This is an optimization exercise on Yosys and OpenROAD, whose aim is small area and a short achievable clock period, not a production implementation. Only simulation tests tie the RTL to the original design; equivalence was not proved. Power is estimated from default activity; no workload was simulated.

==> flow/config.mk <==
export PLATFORM = sky130hd
export DESIGN_NAME = arf_top
export DESIGN_NICKNAME = arf_top
export VERILOG_FILES = /design/flow/design.v
export SDC_FILE = /design/flow/constraint.sdc
export NUM_CORES = 8
export LEC_CHECK = 0
export CAP_MARGIN = 20
export CELL_PAD_IN_SITES_DETAIL_PLACEMENT = 1
export CELL_PAD_IN_SITES_GLOBAL_PLACEMENT = 2
export CORE_MARGIN = 2
export CORE_UTILIZATION = 30
export PLACE_DENSITY = 0.5
export SLEW_MARGIN = 20
==> flow/run.sh <==
#!/bin/bash
# synth_recipe.tcl (not shown) runs the flow's synth.tcl, then flattens the netlist and writes it again
# the make line also repeats each setting of config.mk as NAME=value (left out here)
make -C /OpenROAD-flow-scripts/flow DESIGN_CONFIG=/design/flow/config.mk WORK_HOME=/design/flow/orfs CLKGATE_MAP_FILE= SYNTH_SCRIPT=/design/flow/synth_recipe.tcl finish
==> flow/design.v <==
`default_nettype none
package arf_pkg;
  parameter int num_arch_regs = 32;
  parameter int reg_sel_w     = 5;
  parameter int data_w        = 32;
  parameter int rrf_tag_w     = 6;
  parameter int max_spec      = 8;   
  typedef logic [reg_sel_w-1:0] reg_idx_t;
  typedef logic [rrf_tag_w-1:0] rrf_tag_t;
  typedef logic [max_spec-1:0]  spec_vec_t;
  typedef enum logic [2:0] {
    br_none    = 3'd0,
    br_success = 3'd1,
    br_miss    = 3'd2
  } br_kind_e;
  typedef struct packed {
    br_kind_e  kind;
    spec_vec_t tag;     
  } branch_res_t;
  typedef struct packed {
    logic     busy;
    rrf_tag_t tag;
  } map_entry_t;
  parameter int map_entry_w = 1 + rrf_tag_w;
  typedef logic [num_arch_regs*map_entry_w-1:0] map_state_t;
  typedef struct packed {
    reg_idx_t rs1_1;
    reg_idx_t rs2_1;
    reg_idx_t rs1_2;
    reg_idx_t rs2_2;
  } read_addrs_t;
  typedef struct packed {
    logic [data_w-1:0] data;
    rrf_tag_t          tag;
    logic              busy;
  } operand_t;
  typedef struct packed {
    logic              valid;
    reg_idx_t          dst;       
    logic [data_w-1:0] data;
    rrf_tag_t          rrf_tag;
  } commit_t;
  typedef struct packed {
    logic      valid;
    reg_idx_t  dst;
    rrf_tag_t  rrf_tag;
    spec_vec_t mpft_valid;   
  } dispatch_t;
endpackage
`default_nettype wire
`default_nettype none
module reg_file (
  input  wire                        clk,
  input  wire  [31:0]                rsel1,    
  input  wire  [31:0]                rsel2,
  input  wire  [31:0]                rsel3,
  input  wire  [31:0]                rsel4,
  input  wire  [31:0]                wsel1,    
  input  wire  [31:0]                wsel2,
  input  wire  [arf_pkg::data_w-1:0] wdata1,
  input  wire  [arf_pkg::data_w-1:0] wdata2,
  output logic [arf_pkg::data_w-1:0] rdata1,
  output logic [arf_pkg::data_w-1:0] rdata2,
  output logic [arf_pkg::data_w-1:0] rdata3,
  output logic [arf_pkg::data_w-1:0] rdata4
);
  localparam int W = arf_pkg::data_w;
  logic [W-1:0] q [32];
  assign q[0] = '0;
  for (genvar r = 1; r < 32; r++) begin : g_reg
    logic s1;
    logic s2;
    logic h;
    logic [W-1:0] row;
    assign s2 = wsel2[r];
    assign s1 = wsel1[r] & ~wsel2[r];   
    assign h  = ~(wsel1[r] | wsel2[r]);
    always_ff @(posedge clk) begin
      row <= ({W{s2}} & wdata2) | ({W{s1}} & wdata1) | ({W{h}} & row);
    end
    assign q[r] = row;
  end
  always_comb begin
    rdata1 = '0;
    rdata2 = '0;
    rdata3 = '0;
    rdata4 = '0;
    for (int r = 1; r < 32; r++) begin
      rdata1 = rdata1 | ({W{rsel1[r]}} & q[r]);
      rdata2 = rdata2 | ({W{rsel2[r]}} & q[r]);
      rdata3 = rdata3 | ({W{rsel3[r]}} & q[r]);
      rdata4 = rdata4 | ({W{rsel4[r]}} & q[r]);
    end
  end
endmodule
`default_nettype wire
`default_nettype none
module rename_copy (
  input  wire                        clk,
  input  wire                        reset,
  input  wire  [31:0]                set1,      
  input  wire  [31:0]                set2,
  input  wire  [arf_pkg::rrf_tag_w-1:0] stag1,
  input  wire  [arf_pkg::rrf_tag_w-1:0] stag2,
  input  wire  [31:0]                clr,       
  input  wire                        copy,      
  input  wire  [31:0]                copy_busy,
  input  wire  [32*arf_pkg::rrf_tag_w-1:0] copy_tag,
  output logic [31:0]                busy,
  output logic [32*arf_pkg::rrf_tag_w-1:0] tag
);
  localparam int TW = arf_pkg::rrf_tag_w;
  for (genvar r = 0; r < 32; r++) begin : g_ent
    logic t2;
    logic t1;
    logic tc;
    logic th;
    assign tc = copy;
    assign t2 = ~copy & set2[r];
    assign t1 = ~copy & set1[r] & ~set2[r];
    assign th = ~copy & ~set1[r] & ~set2[r];
    always_ff @(posedge clk) begin
      if (reset) begin
        busy[r] <= 1'b0;
      end else begin
        busy[r] <= (copy & copy_busy[r]) |
                   (~copy & (set1[r] | set2[r] | (busy[r] & ~clr[r])));
      end
      tag[r*TW +: TW] <= ({TW{tc}} & copy_tag[r*TW +: TW]) |
                         ({TW{t2}} & stag2) |
                         ({TW{t1}} & stag1) |
                         ({TW{th}} & tag[r*TW +: TW]);
    end
  end
endmodule
`default_nettype wire
`default_nettype none
module rename_table #(
  parameter int num_spec = 5
) (
  input  wire                         clk,
  input  wire                         reset,
  input  wire  [31:0]                 rsel1,     
  input  wire  [31:0]                 rsel2,
  input  wire  [31:0]                 rsel3,
  input  wire  [31:0]                 rsel4,
  input  wire  [31:0]                 ddec1,     
  input  wire  [31:0]                 ddec2,
  input  wire  arf_pkg::dispatch_t    dispatch1,
  input  wire  arf_pkg::dispatch_t    dispatch2,
  input  wire  [31:0]                 cdec1,     
  input  wire  [31:0]                 cdec2,
  input  wire  arf_pkg::commit_t      commit1,
  input  wire  arf_pkg::commit_t      commit2,
  input  wire  arf_pkg::branch_res_t  branch,
  output arf_pkg::rrf_tag_t           tag1,
  output arf_pkg::rrf_tag_t           tag2,
  output arf_pkg::rrf_tag_t           tag3,
  output arf_pkg::rrf_tag_t           tag4,
  output logic                        busy1,
  output logic                        busy2,
  output logic                        busy3,
  output logic                        busy4
);
  localparam int TW = arf_pkg::rrf_tag_w;
  localparam int NC = num_spec + 1;   
  logic no_branch;
  logic is_success;
  logic is_miss;
  assign no_branch  = branch.kind == arf_pkg::br_none;
  assign is_success = branch.kind == arf_pkg::br_success;
  assign is_miss    = branch.kind == arf_pkg::br_miss;
  logic [31:0]    busy [NC];
  logic [32*TW-1:0] tag [NC];
  logic [31:0]    clr  [NC];
  for (genvar i = 0; i < NC; i++) begin : g_clr
    logic [TW-1:0] ct1;
    logic [TW-1:0] ct2;
    logic          hit1;
    logic          hit2;
    always_comb begin
      ct1 = '0;
      ct2 = '0;
      for (int r = 0; r < 32; r++) begin
        ct1 = ct1 | ({TW{cdec1[r]}} & tag[i][r*TW +: TW]);
        ct2 = ct2 | ({TW{cdec2[r]}} & tag[i][r*TW +: TW]);
      end
    end
    assign hit1 = commit1.valid && (ct1 == commit1.rrf_tag);
    assign hit2 = commit2.valid && (ct2 == commit2.rrf_tag);
    assign clr[i] = ({32{hit1}} & cdec1) | ({32{hit2}} & cdec2);
  end
  logic [31:0]      miss_busy;
  logic [32*TW-1:0] miss_tag;
  always_comb begin
    miss_busy = '0;
    miss_tag  = '0;
    for (int j = 0; j < num_spec; j++) begin
      miss_busy = miss_busy | ({32{branch.tag[j]}} & busy[j+1]);
      miss_tag  = miss_tag  | ({(32*TW){branch.tag[j]}} & tag[j+1]);
    end
  end
  logic [31:0]      ck_busy;
  logic [32*TW-1:0] ck_tag;
  assign ck_busy = is_miss ? miss_busy : (busy[0] & ~clr[0]);
  assign ck_tag  = is_miss ? miss_tag  : tag[0];
  for (genvar i = 0; i < NC; i++) begin : g_copy
    logic [31:0] set1;
    logic [31:0] set2;
    logic        copy;
    if (i == 0) begin : g_master
      assign set1 = {32{no_branch}} & ddec1;
      assign set2 = {32{no_branch}} & ddec2;
      assign copy = is_miss;
      rename_copy i_map (
        .clk      (clk),
        .reset    (reset),
        .set1     (set1),
        .set2     (set2),
        .stag1    (dispatch1.rrf_tag),
        .stag2    (dispatch2.rrf_tag),
        .clr      (clr[i]),
        .copy     (copy),
        .copy_busy(miss_busy),
        .copy_tag (miss_tag),
        .busy     (busy[i]),
        .tag      (tag[i])
      );
    end else begin : g_ckpt
      assign set1 = {32{no_branch & ~dispatch1.mpft_valid[i-1]}} & ddec1;
      assign set2 = {32{no_branch & ~dispatch2.mpft_valid[i-1]}} & ddec2;
      assign copy = is_miss | (is_success & branch.tag[i-1]);
      rename_copy i_map (
        .clk      (clk),
        .reset    (reset),
        .set1     (set1),
        .set2     (set2),
        .stag1    (dispatch1.rrf_tag),
        .stag2    (dispatch2.rrf_tag),
        .clr      (clr[i]),
        .copy     (copy),
        .copy_busy(ck_busy),
        .copy_tag (ck_tag),
        .busy     (busy[i]),
        .tag      (tag[i])
      );
    end
  end
  always_comb begin
    tag1 = '0;
    tag2 = '0;
    tag3 = '0;
    tag4 = '0;
    busy1 = 1'b0;
    busy2 = 1'b0;
    busy3 = 1'b0;
    busy4 = 1'b0;
    for (int r = 0; r < 32; r++) begin
      tag1  = tag1 | ({TW{rsel1[r]}} & tag[0][r*TW +: TW]);
      tag2  = tag2 | ({TW{rsel2[r]}} & tag[0][r*TW +: TW]);
      tag3  = tag3 | ({TW{rsel3[r]}} & tag[0][r*TW +: TW]);
      tag4  = tag4 | ({TW{rsel4[r]}} & tag[0][r*TW +: TW]);
      busy1 = busy1 | (rsel1[r] & busy[0][r]);
      busy2 = busy2 | (rsel2[r] & busy[0][r]);
      busy3 = busy3 | (rsel3[r] & busy[0][r]);
      busy4 = busy4 | (rsel4[r] & busy[0][r]);
    end
  end
endmodule
`default_nettype wire
`default_nettype none
module arf_top #(
  parameter int num_spec = 5   
) (
  input  wire         clk,
  input  wire         reset,
  input  wire  [19:0] read_addrs_i,    
  input  wire  [43:0] commit1_i,       
  input  wire  [43:0] commit2_i,       
  input  wire  [19:0] dispatch1_i,     
  input  wire  [19:0] dispatch2_i,     
  input  wire  [10:0] branch_i,        
  output wire  [38:0] op_rs1_1,        
  output wire  [38:0] op_rs2_1,
  output wire  [38:0] op_rs1_2,
  output wire  [38:0] op_rs2_2
);
  arf_pkg::read_addrs_t read_addrs;
  arf_pkg::commit_t     commit1;
  arf_pkg::commit_t     commit2;
  arf_pkg::dispatch_t   dispatch1;
  arf_pkg::dispatch_t   dispatch2;
  arf_pkg::branch_res_t branch;
  assign read_addrs = read_addrs_i;
  assign commit1    = commit1_i;
  assign commit2    = commit2_i;
  assign dispatch1  = dispatch1_i;
  assign dispatch2  = dispatch2_i;
  assign branch     = branch_i;
  logic [31:0] rsel1;
  logic [31:0] rsel2;
  logic [31:0] rsel3;
  logic [31:0] rsel4;
  logic [31:0] cdec1;
  logic [31:0] cdec2;
  logic [31:0] wsel1;
  logic [31:0] wsel2;
  logic [31:0] ddec1;
  logic [31:0] ddec2;
  for (genvar r = 0; r < 32; r++) begin : g_dec
    assign rsel1[r] = read_addrs.rs1_1 == 5'(r);
    assign rsel2[r] = read_addrs.rs2_1 == 5'(r);
    assign rsel3[r] = read_addrs.rs1_2 == 5'(r);
    assign rsel4[r] = read_addrs.rs2_2 == 5'(r);
    assign cdec1[r] = commit1.dst == 5'(r);
    assign cdec2[r] = commit2.dst == 5'(r);
    assign wsel1[r] = commit1.valid && cdec1[r];
    assign wsel2[r] = commit2.valid && cdec2[r];
    assign ddec1[r] = dispatch1.valid && (dispatch1.dst == 5'(r));
    assign ddec2[r] = dispatch2.valid && (dispatch2.dst == 5'(r));
  end
  wire [arf_pkg::data_w-1:0] rdata1;
  wire [arf_pkg::data_w-1:0] rdata2;
  wire [arf_pkg::data_w-1:0] rdata3;
  wire [arf_pkg::data_w-1:0] rdata4;
  wire arf_pkg::rrf_tag_t tag1;
  wire arf_pkg::rrf_tag_t tag2;
  wire arf_pkg::rrf_tag_t tag3;
  wire arf_pkg::rrf_tag_t tag4;
  wire busy1;
  wire busy2;
  wire busy3;
  wire busy4;
  reg_file i_reg_file (
    .clk   (clk),
    .rsel1 (rsel1),
    .rsel2 (rsel2),
    .rsel3 (rsel3),
    .rsel4 (rsel4),
    .wsel1 (wsel1),
    .wsel2 (wsel2),
    .wdata1(commit1.data),
    .wdata2(commit2.data),
    .rdata1(rdata1),
    .rdata2(rdata2),
    .rdata3(rdata3),
    .rdata4(rdata4)
  );
  rename_table #(
    .num_spec(num_spec)
  ) i_rename_table (
    .clk      (clk),
    .reset    (reset),
    .rsel1    (rsel1),
    .rsel2    (rsel2),
    .rsel3    (rsel3),
    .rsel4    (rsel4),
    .ddec1    (ddec1),
    .ddec2    (ddec2),
    .dispatch1(dispatch1),
    .dispatch2(dispatch2),
    .cdec1    (cdec1),
    .cdec2    (cdec2),
    .commit1  (commit1),
    .commit2  (commit2),
    .branch   (branch),
    .tag1     (tag1),
    .tag2     (tag2),
    .tag3     (tag3),
    .tag4     (tag4),
    .busy1    (busy1),
    .busy2    (busy2),
    .busy3    (busy3),
    .busy4    (busy4)
  );
  assign op_rs1_1 = {rdata1, tag1, busy1};
  assign op_rs2_1 = {rdata2, tag2, busy2};
  assign op_rs1_2 = {rdata3, tag3, busy3};
  assign op_rs2_2 = {rdata4, tag4, busy4};
endmodule
`default_nettype wire
==> flow/constraint.sdc <==
create_clock -name core_clock -period 6.0 [get_ports {clk}]
set_input_delay 1.2000 -clock core_clock [delete_from_list [all_inputs] [get_ports {clk}]]
set_output_delay 1.2000 -clock core_clock [all_outputs]
set_load 0.01 [all_outputs]
==> run summary <==
• 3,398 — Remaining Overflow, GRT
• 151,000 sq um — Syn Std Cell Area
• 94 — count of unique library cells instantiated by Yosys
• 0 — hold buffer count at cts
• 19,100 — count of mapped cells out of synthesis
• 713 um — Die Ht
• dfxtp_1, a22oi_1, a221o_1, nand2_1, o21ai_0 — top cells by area in the synthesized netlist
• 0% — adder-cell share of the synthesized area
• [ERROR GRT-0116] Global routing finished with congestion. Check the congestion regions in the DRC Viewer. — Error Message
• 31.1% — proportion of synthesized chip area in sequential cells
• nand2_1, dfxtp_1, a22oi_1 — most used standard cells in the synthesized netlist
• 7.88 sq um — syn_area_per_cell
• 84.8% — total routing usage reported by global routing
• 251,000 — number of global-route vias before repair
• 31.1% — share of the synthesized area in the top cell type
• 17.1% — area share of and/or/nand/nor cells after synthesis
• 0 — number of enable flip-flop cells after synthesis
• 19,300 — net count after synthesis
• 40.1% — area fraction in compound gates after synthesis
• 2,336 — count of clock tree sinks
• clkbuf_16 — cell chosen for the clock root
• global routing (5_1_grt) — stage reached
• 4 — buffer levels on the longest clock path
• 5 — number of levels the H-tree was split into
• dfxtp_1 — cell type contributing the most total cell area after synthesis
• 2,990,000 um — first-pass GRT wire length
• 0.297% — XOR/XNOR Fraction of Synth Area
• 317 — number of I/O pins
• 30.1% — initial cell density of the core
• 296 — number of buffers inserted during clock tree synthesis
• 260 — number of placement rows
• 1,470,000 um — hpwl dp
• 5.70% — multiplexer fraction of the synthesized cell area
• 105 — pin count of the biggest net entering global routing
• 2,336 — count of state elements after synthesis
• dfxtp_1 — main flop type after synthesis
• 0% — share of synthesized registers carrying an async set or reset
• 1.37 — final weighted congestion in routability-driven placement
• 307 — count of buffers inserted at the top-level ports
• did not finish — result of the run
• 8 — Synth Warn #
• 713 um — die outline width
• nand2_1 — most frequently used cell type in the post-synthesis netlist
• compound AO/OA/AOI/OAI gates — combinational family with the most area after synthesis
stage by stage:
stage	instances	setup WS, ps	TNS (ps)	util, %	instance area [sq um]
after detailed placement	26600	-168	-3100	36.4	182000
after floorplan	19100	1840	0	-	151000
after CTS	27100	14.3	0	38.4	192000
after global placement	26600	-888	-48320	36.4	182000
per-layer routing:
layer	track usage, %	overflow
met5	46.2	32
met4	82.3	1296
met3	74.9	196
met2	95.3	1744
met1	86.6	130
worst min-delay path by stage:
stage	startpoint	cells after the start	slack, ps	end
2_1_floorplan	i_rename_table.g_copy[5].g_ckpt.i_map.tag[167]	2	440	i_rename_table.g_copy[5].g_ckpt.i_map.tag[167]
3_3_place_gp	i_rename_table.g_copy[3].g_ckpt.i_map.busy[30]	2	470	i_rename_table.g_copy[3].g_ckpt.i_map.busy[30]
3_5_place_dp	i_rename_table.g_copy[3].g_ckpt.i_map.busy[31]	2	460	i_rename_table.g_copy[3].g_ckpt.i_map.busy[31]
4_1_cts	i_rename_table.g_copy[3].g_ckpt.i_map.busy[31]	2	470	i_rename_table.g_copy[3].g_ckpt.i_map.busy[31]
cell families after synthesis:
family	count (synthesis)
compound gates	8076
simple gates	5606
flops	2336
buf+inv	2187
mux	846
xor+xnor	51
power by group through the flow:
stage	sequential, uW	combinational [uW]	clock, uW
after floorplan	26000	10600	0
after global placement	38400	29700	0
after detailed placement	38400	30100	0
after CTS	38100	30200	18800
timing repair:
item | in CTS
buffers inserted | 6
pin swaps | 2
endpoints found under the setup margin | 2
gates resized for setup | 0
